What follows belongs to an exercise in optimizing a design on an open flow for small area, a short achievable clock period and few clock cycles per item; a production flow would make more cautious choices.
The RTL was checked by simulation tests, not by an equivalence proof against the original design.
Power is estimated from default activity; no workload was simulated.

## build 27
// lru_key_value_cache
module lru_key_value_cache #(
  parameter int unsigned MAX_ENTRIES = 16
) (
  input  logic             clk_i,
  input  logic             rst_ni,
  input  logic             req_valid_i,
  output logic             req_ready_o,
  input  logic             req_op_i,
  input  logic [lkv_pkg::KEY_W-1:0] req_key_i,
  input  logic [lkv_pkg::KEY_W-1:0] req_value_i,
  output logic             rsp_valid_o,
  input  logic             rsp_ready_i,
  output logic             rsp_hit_o,
  output logic [lkv_pkg::KEY_W-1:0] rsp_read_value_o,
  output logic             rsp_evicted_o,
  output logic [lkv_pkg::KEY_W-1:0] rsp_evicted_key_o,
  input  logic             cfg_we_i,
  input  logic [lkv_pkg::CAP_W-1:0] cfg_data_i
);
clock: 8.0 ns
lec_check: 0
abc_clock_period_in_ps: 2500
cap_margin: 20
core_margin: 2
core_utilization: 40
setup_slack_margin: 5.0
slew_margin: 20
run.sh (not shown) runs the stock make flow with config.mk's settings and CLKGATE_MAP_FILE= SYNTH_SCRIPT=/design/flow/synth_recipe.tcl, a recipe that flattens the netlist after the stock synthesis.
The flow did not stop early for build 27: all stages ran, and the layout cleared the timing, design-rule and antenna checks.
Testbench counts of build 27, summed over its fixed seeds: cycles 9,616, items 9,600.
The inputs of build 18 differ from those of build 27 as listed below.
# build 27
export LEC_CHECK = 0
export ABC_CLOCK_PERIOD_IN_PS = 2500
export CAP_MARGIN = 20
export CORE_MARGIN = 2
export CORE_UTILIZATION = 40
export SETUP_SLACK_MARGIN = 5.0
export SLEW_MARGIN = 20
create_clock -name core_clock -period 8.0 [get_ports {clk_i}]
# build 18
export LEC_CHECK = 0
export ABC_CLOCK_PERIOD_IN_PS = 2500
export CAP_MARGIN = 10
export CORE_MARGIN = 2
export CORE_UTILIZATION = 40
export CTS_CLUSTER_DIAMETER = 80
export CTS_CLUSTER_SIZE = 22
export SETUP_SLACK_MARGIN = 5.0
export SLEW_MARGIN = 10
create_clock -name core_clock -period 8.0 [get_ports {clk_i}]
--- outcome ---
Compared with build 27, build 18 has less setup slack. Clock-buffer cell count: build 18 vs build 27 down 38%. Between build 18 and build 27, it is build 18 whose clock skew is higher, by 11 ps. Compared with build 27, in build 18 cell count after placement ~0 delta, time the final worst path needs with I/O delays and setup went up 40 ps, count of non-filler cells in the finished layout down 132. Number of buffers created by CTS (lower): build 18. As far as area after synthesis goes, build 18 and build 27 are indistinguishable; the numbers are identical. Looking at worst slew margin relative to its limit across both flows, build 18 is the weaker of the two, with build 27 ahead. Reported for build 18 and build 27, number of failing hold endpoints at the final stage turned out identical to the last digit.
Input changes introduced in build 67 (baseline for comparison: build 18):
# build 18
export LEC_CHECK = 0
export ABC_CLOCK_PERIOD_IN_PS = 2500
export CAP_MARGIN = 10
export CORE_MARGIN = 2
export CORE_UTILIZATION = 40
export CTS_CLUSTER_DIAMETER = 80
export CTS_CLUSTER_SIZE = 22
export SETUP_SLACK_MARGIN = 5.0
export SLEW_MARGIN = 10
create_clock -name core_clock -period 8.0 [get_ports {clk_i}]
# build 67
export LEC_CHECK = 0
export ABC_CLOCK_PERIOD_IN_PS = 2500
export CAP_MARGIN = 20
export CORE_MARGIN = 2
export CORE_UTILIZATION = 55
export SETUP_SLACK_MARGIN = 5.0
export SLEW_MARGIN = 20
create_clock -name core_clock -period 8.0 [get_ports {clk_i}]
Going from build 18 to build 67, global-route usage grows by 14 points.
For the vias per cell, build 67 came in about 12% higher than build 18 did.
Compared with build 18, in build 67 worst setup slack before clock tree synthesis -540 ps; timing-limited maximum frequency -about 4.4%; maximum level of the CTS H-tree +1.
Looking at cell area, build 67 sits about 2.6% above build 18.
The category of the most critical setup path comes out in2reg in one run and reg2reg in the other, namely in build 18 and build 67 respectively.
Compared with build 18, build 67 shows a number of diodes that is 7 higher.
Delta(worst setup slack, build 67 - build 18) < 0
> inputs changed (build 67 -> build 69)
# build 67
export LEC_CHECK = 0
export ABC_CLOCK_PERIOD_IN_PS = 2500
export CAP_MARGIN = 20
export CORE_MARGIN = 2
export CORE_UTILIZATION = 55
export SETUP_SLACK_MARGIN = 5.0
export SLEW_MARGIN = 20
create_clock -name core_clock -period 8.0 [get_ports {clk_i}]
# build 69
export LEC_CHECK = 0
export ABC_CLOCK_PERIOD_IN_PS = 2500
export CAP_MARGIN = 20
export CORE_MARGIN = 2
export CORE_UTILIZATION = 40
export CTS_CLUSTER_DIAMETER = 80
export CTS_CLUSTER_SIZE = 22
export PLACE_DENSITY = 0.75
export SETUP_SLACK_MARGIN = 5.0
export SLEW_MARGIN = 20
create_clock -name core_clock -period 8.0 [get_ports {clk_i}]
--- outcome ---
- Of the two candidates, build 67 has the worse overall power after layout and build 69 the better one.
- Diff build 67 and build 69: detailed-route vias per instance lower in build 69
- Build 69 vs. build 67: net count after synthesis was more or less identical; layout clock buffer count went down by 60; combined buffer and inverter count along the critical path went down by 3; via count went down by 1560; total power per unit cell area went down by 32 nW/um2.
- Area added between synthesis and finish in build 69 is 2.6 points below build 67.
- For the part of the total power dissipated in sequential elements, build 69 came in 6.5 points higher than build 67 did.

* * *

wip/harbor:
Starting RTL as in the previous note.
==> flow/config.mk <==
export PLATFORM = sky130hd
export DESIGN_NAME = lru_key_value_cache
export DESIGN_NICKNAME = lru_key_value_cache
export VERILOG_FILES = /design/flow/design.v
export SDC_FILE = /design/flow/constraint.sdc
export NUM_CORES = 4
export LEC_CHECK = 0
export ABC_CLOCK_PERIOD_IN_PS = 2500
export CAP_MARGIN = 20
export CORE_MARGIN = 2
export CORE_UTILIZATION = 30
export CTS_CLUSTER_DIAMETER = 80
export CTS_CLUSTER_SIZE = 22
export SETUP_SLACK_MARGIN = 5.0
export SLEW_MARGIN = 20
==> flow/constraint.sdc <==
create_clock -name core_clock -period 8.0 [get_ports {clk_i}]
set_input_delay 1.6000 -clock core_clock [delete_from_list [all_inputs] [get_ports {clk_i}]]
set_output_delay 1.6000 -clock core_clock [all_outputs]
set_load 0.01 [all_outputs]
wip/harbor | stages: all done | timing, DRC, antenna: all pass
Testbench counts of wip/harbor, summed over its fixed seeds: cycles 9,616, items 9,600.
Input changes introduced in wip/violet (baseline for comparison: wip/harbor):
Settings: ABC_AREA now 1, previously not set; CORE_UTILIZATION now 40, was 30.
==> comparison <==
Summary of wip/violet over wip/harbor: wire length per cell after detailed routing -17%, portion of total power attributed to the clock network went down 1.3 points, part of the cycle the worst path needs lower, power climbed 0.15 mW, clock-buffer cell count shows an increase of 2. ~same met3 layer usage reported by global route in wip/harbor and wip/violet. Changes observed in wip/violet relative to wip/harbor: sequential cell count roughly the same, post-route worst hold slack essentially unchanged. Taking wip/violet over wip/harbor, the global-route wire length before repair ratio works out to 1.16. Of wip/harbor and wip/violet, wip/harbor shows the higher clock network contribution to total cell area, with wip/violet below it. Looking at die area, wip/violet sits 17% lower than wip/harbor does. For wip/harbor, the largest family of logic cells by synthesized area was compound AO/OA/AOI/OAI gates, unlike wip/violet, where it was simple AND/OR/NAND/NOR gates.
Edits applied to the flow inputs when going from wip/violet to wip/yarrow:
Settings: ABC_CLOCK_PERIOD_IN_PS changed from 2500 to 1500; ABC_AREA removed (was 1).
### Flow results
- wip/yarrow against wip/violet: post-synthesis to final-layout area growth increased by 8.3 points relative to the old numbers, via count decreased by about 22% relative to the old numbers.
- wip/yarrow vs wip/violet on fmax: wip/yarrow is the lower one.
- Of wip/violet and wip/yarrow, the run reporting the lower sum of internal, switching and leakage power was wip/yarrow.
- Between wip/violet and wip/yarrow, the sequential power is higher for wip/violet.
- u_ctrl.cap_q[2]$_DFFE_PN0P_ as the startpoint of the most critical setup path was reported by wip/violet, and b_match_q[14]$_DFFE_PN_ by wip/yarrow.
For wip/tundra, these inputs were changed with respect to wip/yarrow:
Settings: swapping 1500 for 2500 in ABC_CLOCK_PERIOD_IN_PS; swapping 40 for 50 in CORE_UTILIZATION.
Notes after the runs:
wip/tundra reached the end of the flow, and the finished layout is clean on the timing, design-rule and antenna checks. Combinational fraction of design power: wip/tundra > wip/yarrow. Overall routed net length (lower): wip/yarrow. Going from wip/yarrow to wip/tundra, final non-filler cell area shrank slightly. Measured against each other, wip/tundra and wip/yarrow differ in post-route total power, the lower figure coming from wip/tundra. Going from wip/yarrow to wip/tundra, sequential share of layout area grows by 0.50 points. wip/tundra has shortest clock period the worst path allows after layout above what wip/yarrow had. Against wip/yarrow, wip/tundra reports a number of buffers created by CTS that is lower.

* * *

v46:
lru_key_value_cache again, from the RTL that the note above started with.
clock: 8.0 ns
lec_check: 0
abc_clock_period_in_ps: 2500
cap_margin: 20
core_margin: 2
core_utilization: 40
cts_cluster_diameter: 80
cts_cluster_size: 22
setup_slack_margin: 5.0
slew_margin: 20
v46: PASS, flow complete, no timing, DRC or antenna violations
Testbench counts of v46, summed over its fixed seeds: cycles 9,616, items 9,600.
Changes in v49 relative to v46:
# v46
export LEC_CHECK = 0
export ABC_CLOCK_PERIOD_IN_PS = 2500
export CAP_MARGIN = 20
export CORE_MARGIN = 2
export CORE_UTILIZATION = 40
export CTS_CLUSTER_DIAMETER = 80
export CTS_CLUSTER_SIZE = 22
export SETUP_SLACK_MARGIN = 5.0
export SLEW_MARGIN = 20
create_clock -name core_clock -period 8.0 [get_ports {clk_i}]
# v49
export LEC_CHECK = 0
export ABC_CLOCK_PERIOD_IN_PS = 2500
export CAP_MARGIN = 20
export CORE_MARGIN = 2
export CORE_UTILIZATION = 35
export CTS_CLUSTER_DIAMETER = 80
export CTS_CLUSTER_SIZE = 22
export SETUP_SLACK_MARGIN = 5.0
export SLEW_MARGIN = 20
create_clock -name core_clock -period 8.0 [get_ports {clk_i}]
Notes after the runs:
- v49 vs v46, category of the most critical setup path: primary input to flip-flop vs flip-flop to flip-flop
- Relative to v46, the routing usage on met1 of v49 is lower by 6.5 points.
- Routed wire length: v49 vs v46 down about 3%
- On v49: part of the power in the clock network is 1.1 points lower than what v46 gave.
- v46 has higher global-route usage than v49.
- Between v49 and v46, the area growth from synthesis to layout is higher for v46.
- Re clock buffer count: v49 is 10 down on v46.
- Going from v46 to v49, buffer depth of the longest clock path essentially unchanged, share of the final layout cell area in sequential cells held, power now sits lower, worst hold slack about even.
- Share of final layout cell area taken by clock buffers and inverters: v49 vs v46 down 0.44 points
--- input diff v49..v48 ---
# v49
export LEC_CHECK = 0
export ABC_CLOCK_PERIOD_IN_PS = 2500
export CAP_MARGIN = 20
export CORE_MARGIN = 2
export CORE_UTILIZATION = 35
export CTS_CLUSTER_DIAMETER = 80
export CTS_CLUSTER_SIZE = 22
export SETUP_SLACK_MARGIN = 5.0
export SLEW_MARGIN = 20
create_clock -name core_clock -period 8.0 [get_ports {clk_i}]
# v48
export LEC_CHECK = 0
export ABC_CLOCK_PERIOD_IN_PS = 2500
export CAP_MARGIN = 20
export CORE_MARGIN = 2
export CORE_UTILIZATION = 40
export CTS_CLUSTER_DIAMETER = 60
export CTS_CLUSTER_SIZE = 30
export SETUP_SLACK_MARGIN = 5.0
export SLEW_MARGIN = 20
create_clock -name core_clock -period 8.0 [get_ports {clk_i}]
==> summary.txt <==
- Against v49, the final cell area of v48 is higher.
- Critical path's slowest cell = sky130_fd_sc_hd__xnor2_1: v49; critical path's slowest cell = sky130_fd_sc_hd__or4_4: v48
- Delta (v48 minus v49): number of non-clock buffers moved up; sum of routed wire length over all layers moved up.
- Going from v49 to v48, the delay of the slowest cell on the worst path was found to have gone down by 0.26 ns.
- v48 ends up with higher peak ir drop on the vdd network than v49 does.
- Going from v49 to v48, worst setup slack grows by 0.14 ns.
- Against v49, die area in v48 fell by more than 10%.
Input changes introduced in v54 (baseline for comparison: v48):
# v48
export LEC_CHECK = 0
export ABC_CLOCK_PERIOD_IN_PS = 2500
export CAP_MARGIN = 20
export CORE_MARGIN = 2
export CORE_UTILIZATION = 40
export CTS_CLUSTER_DIAMETER = 60
export CTS_CLUSTER_SIZE = 30
export SETUP_SLACK_MARGIN = 5.0
export SLEW_MARGIN = 20
create_clock -name core_clock -period 8.0 [get_ports {clk_i}]
# v54
export LEC_CHECK = 0
export ABC_CLOCK_PERIOD_IN_PS = 2500
export CAP_MARGIN = 20
export CORE_MARGIN = 2
export CORE_UTILIZATION = 40
export CTS_CLUSTER_DIAMETER = 80
export CTS_CLUSTER_SIZE = 22
export GPL_ROUTABILITY_DRIVEN = 0
export SETUP_SLACK_MARGIN = 5.0
export SLEW_MARGIN = 20
create_clock -name core_clock -period 8.0 [get_ports {clk_i}]
Results
From v48 to v54 the numbers moved as follows: number of CTS-inserted buffers decreased by 35 relative to the old numbers, count of clock-buffer cells in the layout decreased by about 30% relative to the old numbers, total power went down 1.8 mW, switching share of power now smaller, detailed-route via count stayed essentially flat.
Between v48 and v54, the synthesized cell count does not differ in any meaningful way.
The clock period minus final worst setup slack reported for v54 is greater than that of v48 by 0.16 ns.
The maximum clock frequency of v54 is lower than that of v48.
Taking v48 as the reference, in v54 setup slack went down, first-pass GRT wire length went down.
Here is what was changed in the inputs of v4 compared with v54.
# v54
export LEC_CHECK = 0
export ABC_CLOCK_PERIOD_IN_PS = 2500
export CAP_MARGIN = 20
export CORE_MARGIN = 2
export CORE_UTILIZATION = 40
export CTS_CLUSTER_DIAMETER = 80
export CTS_CLUSTER_SIZE = 22
export GPL_ROUTABILITY_DRIVEN = 0
export SETUP_SLACK_MARGIN = 5.0
export SLEW_MARGIN = 20
create_clock -name core_clock -period 8.0 [get_ports {clk_i}]
# v4
export LEC_CHECK = 0
export ABC_CLOCK_PERIOD_IN_PS = 2500
export CAP_MARGIN = 20
export CORE_MARGIN = 2
export CORE_UTILIZATION = 40
export SETUP_SLACK_MARGIN = 5.0
export SLEW_MARGIN = 20
export TNS_END_PERCENT = 5
create_clock -name core_clock -period 8.0 [get_ports {clk_i}]
## What came out
- Compared with v54, in v4 final design area excluding fillers +about 2.3%, post-placement setup slack -0.44 ns, required time of the critical path +0.07 ns, register-to-register slack -0.09 ns.

* * *

The RTL this note starts from:
==> flow/design.v <==
`timescale 1ns / 1ps
package lkv_pkg;
  localparam int unsigned KEY_W = 32;
  localparam int unsigned CAP_W = 5;
  localparam logic [CAP_W-1:0] CAP_RESET  = 5'd16;
  localparam logic [KEY_W-1:0] MISS_VALUE = 32'hFFFF_FFFF;
  localparam logic OP_GET = 1'b0;
  localparam logic OP_PUT = 1'b1;
  typedef enum logic [1:0] {
    ST_IDLE,
    ST_LOOK,
    ST_COMMIT
  } lkv_state_e;
  typedef struct packed {
    logic ready;    
    logic look;     
    logic commit;   
    logic shift;    
    logic evict;    
  } lkv_ctl_t;
endpackage
`timescale 1ns / 1ps
module lkv_cell (
  input  logic             clk_i,
  input  logic             shift_i,
  input  logic             live_i,
  input  logic [lkv_pkg::KEY_W-1:0] probe_i,
  input  logic [lkv_pkg::KEY_W-1:0] key_i,
  input  logic [lkv_pkg::KEY_W-1:0] value_i,
  output logic [lkv_pkg::KEY_W-1:0] key_o,
  output logic [lkv_pkg::KEY_W-1:0] value_o,
  output logic             match_o
);
  logic [lkv_pkg::KEY_W-1:0] key_q;
  logic [lkv_pkg::KEY_W-1:0] value_q;
  always_ff @(posedge clk_i) begin
    if (shift_i) begin
      key_q   <= key_i;
      value_q <= value_i;
    end
  end
  assign match_o = live_i && (key_q == probe_i);
  assign key_o   = key_q;
  assign value_o = value_q;
endmodule
`timescale 1ns / 1ps
module lkv_ctrl #(
  parameter int unsigned MAX_ENTRIES = 16
) (
  input  logic                      clk_i,
  input  logic                      rst_ni,
  input  logic                      ins_i,       
  input  logic                      cfg_we_i,
  input  logic [lkv_pkg::CAP_W-1:0] cfg_data_i,
  output logic [MAX_ENTRIES-1:0]    live_o,      
  output logic [MAX_ENTRIES-1:0]    ins_mask_o,  
  output logic [MAX_ENTRIES-1:0]    tail_o,      
  output logic                      full_o
);
  logic [lkv_pkg::CAP_W-1:0] cap_q;
  logic [MAX_ENTRIES-1:0]    live_q;
  always_comb begin
    tail_o = '0;
    if (cap_q == '0) begin
      tail_o[0] = 1'b1;
    end else if (32'(cap_q) > MAX_ENTRIES) begin
      tail_o[MAX_ENTRIES-1] = 1'b1;
    end else begin
      for (int i = 0; i < MAX_ENTRIES; i++) begin
        if (32'(cap_q) == i + 1) tail_o[i] = 1'b1;
      end
    end
  end
  assign full_o     = |(live_q & tail_o);
  assign ins_mask_o = full_o ? live_q : {live_q[MAX_ENTRIES-2:0], 1'b1};
  assign live_o     = live_q;
  always_ff @(posedge clk_i or negedge rst_ni) begin
    if (!rst_ni) begin
      cap_q  <= lkv_pkg::CAP_RESET;
      live_q <= '0;
    end else if (cfg_we_i) begin
      cap_q  <= cfg_data_i;
      live_q <= '0;
    end else if (ins_i) begin
      live_q <= ins_mask_o;
    end
  end
endmodule
`timescale 1ns / 1ps
module lru_key_value_cache #(
  parameter int unsigned MAX_ENTRIES = 16
) (
  input  logic             clk_i,
  input  logic             rst_ni,
  input  logic             req_valid_i,
  output logic             req_ready_o,
  input  logic             req_op_i,
  input  logic [lkv_pkg::KEY_W-1:0] req_key_i,
  input  logic [lkv_pkg::KEY_W-1:0] req_value_i,
  output logic             rsp_valid_o,
  input  logic             rsp_ready_i,
  output logic             rsp_hit_o,
  output logic [lkv_pkg::KEY_W-1:0] rsp_read_value_o,
  output logic             rsp_evicted_o,
  output logic [lkv_pkg::KEY_W-1:0] rsp_evicted_key_o,
  input  logic             cfg_we_i,
  input  logic [lkv_pkg::CAP_W-1:0] cfg_data_i
);
  localparam int unsigned W = lkv_pkg::KEY_W;
  localparam int unsigned N = MAX_ENTRIES;
  logic          a_valid_q;
  logic          a_op_q;
  logic [W-1:0]  a_key_q;
  logic [W-1:0]  a_val_q;
  logic [N-1:0]  a_raw;
  logic [N-1:0]  a_match;
  logic          a_same;
  logic          b_valid_q;
  logic          b_op_q;
  logic [W-1:0]  b_key_q;
  logic [W-1:0]  b_val_q;
  logic [N-1:0]  b_match_q;
  logic          commit;
  logic          o_valid_q;
  logic          o_hit_q;
  logic [W-1:0]  o_rd_q;
  logic          o_ev_q;
  logic [W-1:0]  o_evk_q;
  logic          s_valid_q;
  logic          s_hit_q;
  logic          s_op_q;
  logic          s_ev_q;
  logic [W-1:0]  s_data_q;
  logic          pop;
  logic [N-1:0]  live;
  logic [N-1:0]  ins_mask;
  logic [N-1:0]  tail;
  logic          full;
  logic [N-1:0]  upto;
  logic [N-1:0]  shift;
  logic [W-1:0]  cell_key [N];
  logic [W-1:0]  cell_val [N];
  logic [W-1:0]  hit_val;
  logic [W-1:0]  lru_key;
  logic [W-1:0]  head_val;
  logic          hit;
  logic          put;
  logic          ins;
  logic          evict;
  logic [W-1:0]  n_rd;
  logic [W-1:0]  n_evk;
  logic [W-1:0]  n_data;
  assign commit      = !s_valid_q;
  assign req_ready_o = commit;
  always_ff @(posedge clk_i or negedge rst_ni) begin
    if (!rst_ni) begin
      a_valid_q <= 1'b0;
      b_valid_q <= 1'b0;
    end else if (commit) begin
      a_valid_q <= req_valid_i;
      b_valid_q <= a_valid_q;
    end
  end
  always_ff @(posedge clk_i) begin
    if (commit) begin
      a_op_q    <= req_op_i;
      a_key_q   <= req_key_i;
      a_val_q   <= req_value_i;
      b_op_q    <= a_op_q;
      b_key_q   <= a_key_q;
      b_val_q   <= a_val_q;
      b_match_q <= a_match;
    end
  end
  lkv_ctrl #(
    .MAX_ENTRIES (N)
  ) u_ctrl (
    .clk_i      (clk_i),
    .rst_ni     (rst_ni),
    .ins_i      (ins),
    .cfg_we_i   (cfg_we_i),
    .cfg_data_i (cfg_data_i),
    .live_o     (live),
    .ins_mask_o (ins_mask),
    .tail_o     (tail),
    .full_o     (full)
  );
  assign put      = (b_op_q == lkv_pkg::OP_PUT);
  assign hit      = |b_match_q;
  assign ins      = b_valid_q && commit && put && !hit;
  assign evict    = put && !hit && full;
  assign head_val = put ? b_val_q : hit_val;
  always_comb begin
    upto[N-1] = b_match_q[N-1];
    for (int i = N - 2; i >= 0; i--) begin
      upto[i] = upto[i+1] | b_match_q[i];
    end
  end
  for (genvar i = 0; i < N; i++) begin : g_cell
    logic [W-1:0] nb_key;
    logic [W-1:0] nb_val;
    assign shift[i] = b_valid_q && commit && (upto[i] || (put && !hit && ins_mask[i]));
    if (i == 0) begin : g_head
      assign nb_key = b_key_q;
      assign nb_val = head_val;
    end else begin : g_body
      assign nb_key = cell_key[i-1];
      assign nb_val = cell_val[i-1];
    end
    lkv_cell u_cell (
      .clk_i   (clk_i),
      .shift_i (shift[i]),
      .live_i  (live[i]),
      .probe_i (a_key_q),
      .key_i   (nb_key),
      .value_i (nb_val),
      .key_o   (cell_key[i]),
      .value_o (cell_val[i]),
      .match_o (a_raw[i])
    );
  end
  assign a_same = (a_key_q == b_key_q);
  assign a_match[0] = shift[0] ? a_same : a_raw[0];
  for (genvar i = 1; i < N; i++) begin : g_fix
    assign a_match[i] = shift[i] ? a_raw[i-1] : a_raw[i];
  end
  always_comb begin
    hit_val = '0;
    lru_key = '0;
    for (int i = 0; i < N; i++) begin
      hit_val = hit_val | (cell_val[i] & {W{b_match_q[i]}});
      lru_key = lru_key | (cell_key[i] & {W{tail[i]}});
    end
  end
  assign n_rd   = put ? '0 : (hit ? hit_val : lkv_pkg::MISS_VALUE);
  assign n_evk  = evict ? lru_key : '0;
  assign n_data = put ? n_evk : n_rd;
  logic push;
  assign push = b_valid_q && commit;
  assign pop  = o_valid_q && rsp_ready_i;
  always_ff @(posedge clk_i or negedge rst_ni) begin
    if (!rst_ni) begin
      o_valid_q <= 1'b0;
      s_valid_q <= 1'b0;
    end else begin
      if (pop || !o_valid_q) begin
        o_valid_q <= s_valid_q || push;
        s_valid_q <= 1'b0;
      end else if (push) begin
        s_valid_q <= 1'b1;
      end
    end
  end
  always_ff @(posedge clk_i) begin
    if (pop || !o_valid_q) begin
      if (s_valid_q) begin
        o_hit_q <= s_hit_q;
        o_rd_q  <= s_op_q ? '0 : s_data_q;
        o_ev_q  <= s_ev_q;
        o_evk_q <= s_op_q ? s_data_q : '0;
      end else begin
        o_hit_q <= hit;
        o_rd_q  <= n_rd;
        o_ev_q  <= evict;
        o_evk_q <= n_evk;
      end
    end
    if (push) begin
      s_hit_q  <= hit;
      s_op_q   <= put;
      s_ev_q   <= evict;
      s_data_q <= n_data;
    end
  end
  assign rsp_valid_o       = o_valid_q;
  assign rsp_hit_o         = o_hit_q;
  assign rsp_read_value_o  = o_rd_q;
  assign rsp_evicted_o     = o_ev_q;
  assign rsp_evicted_key_o = o_evk_q;
endmodule
export LEC_CHECK = 0
export CAP_MARGIN = 20
export CORE_MARGIN = 2
export CORE_UTILIZATION = 40
export SLEW_MARGIN = 20
create_clock -name core_clock -period 8.0 [get_ports {clk_i}]
The first run passed the timing, design-rule and antenna checks.
Testbench counts at the start, summed over its fixed seeds: cycles 9,624, items 9,600.
Rerun with:
ABC_CLOCK_PERIOD_IN_PS = 3000   (was unset)
SETUP_SLACK_MARGIN = 4.5   (was unset)
Cell area rises by 2.1%.
Die area is unchanged.
Wire length increases by about 9%.
Total power came out higher by about 3.8%.
Core utilization increases by 0.98 points.
Synthesized area stays the same.
Maximum frequency came out higher by 48%.

port drivers added, routing unchanged:
Ports are ideal in the flow. The routed layouts listed here were re-timed in OpenROAD. Step 1 assumes that a clkbuf_16 drives the clock port and a buf_2 every other input. Step 2 times the ports against the registers' clock, not the clock port: input delays grow and output delays shrink by t, the midpoint of the rising clock arrivals with the driver on. Slacks: ideal / step 1 / step 2; pairs: ideal / step 1.
run	t, ns	slack for setup (ns)	worst data-port slew with drivers (ns)
build 27	0.875	4.883 / 4.854 / 4.037	0.06
build 18	0.807	4.843 / 4.885 / 4.078	0.05
build 67	0.835	4.698 / 4.698 / 3.905	0.09
build 69	0.797	4.811 / 4.806 / 4.064	0.07
wip/harbor	0.815	4.856 / 4.856 / 4.076	0.07
wip/violet	0.807	4.891 / 4.891 / 4.226	0.09
wip/yarrow	0.810	4.879 / 4.879 / 4.161	0.06
wip/tundra	0.762	4.532 / 4.574 / 3.812	0.05
v46	0.810	4.879 / 4.879 / 4.161	0.06
v49	0.796	4.736 / 4.771 / 3.974	0.09
v48	0.829	4.877 / 4.892 / 4.083	0.06
v54	0.782	4.719 / 4.774 / 3.992	0.07
v4	0.865	4.737 / 4.704 / 3.918	0.07
the first run of note 4	0.857	2.624 / 2.624 / 2.624	0.05
the second run of note 4	0.870	4.367 / 4.367 / 4.367	0.07
After both steps setup and hold are still met in every run listed. For build 27, which loses most, drivers alone change the setup slack by -0.029 ns; drivers and shift together by -0.846 ns.
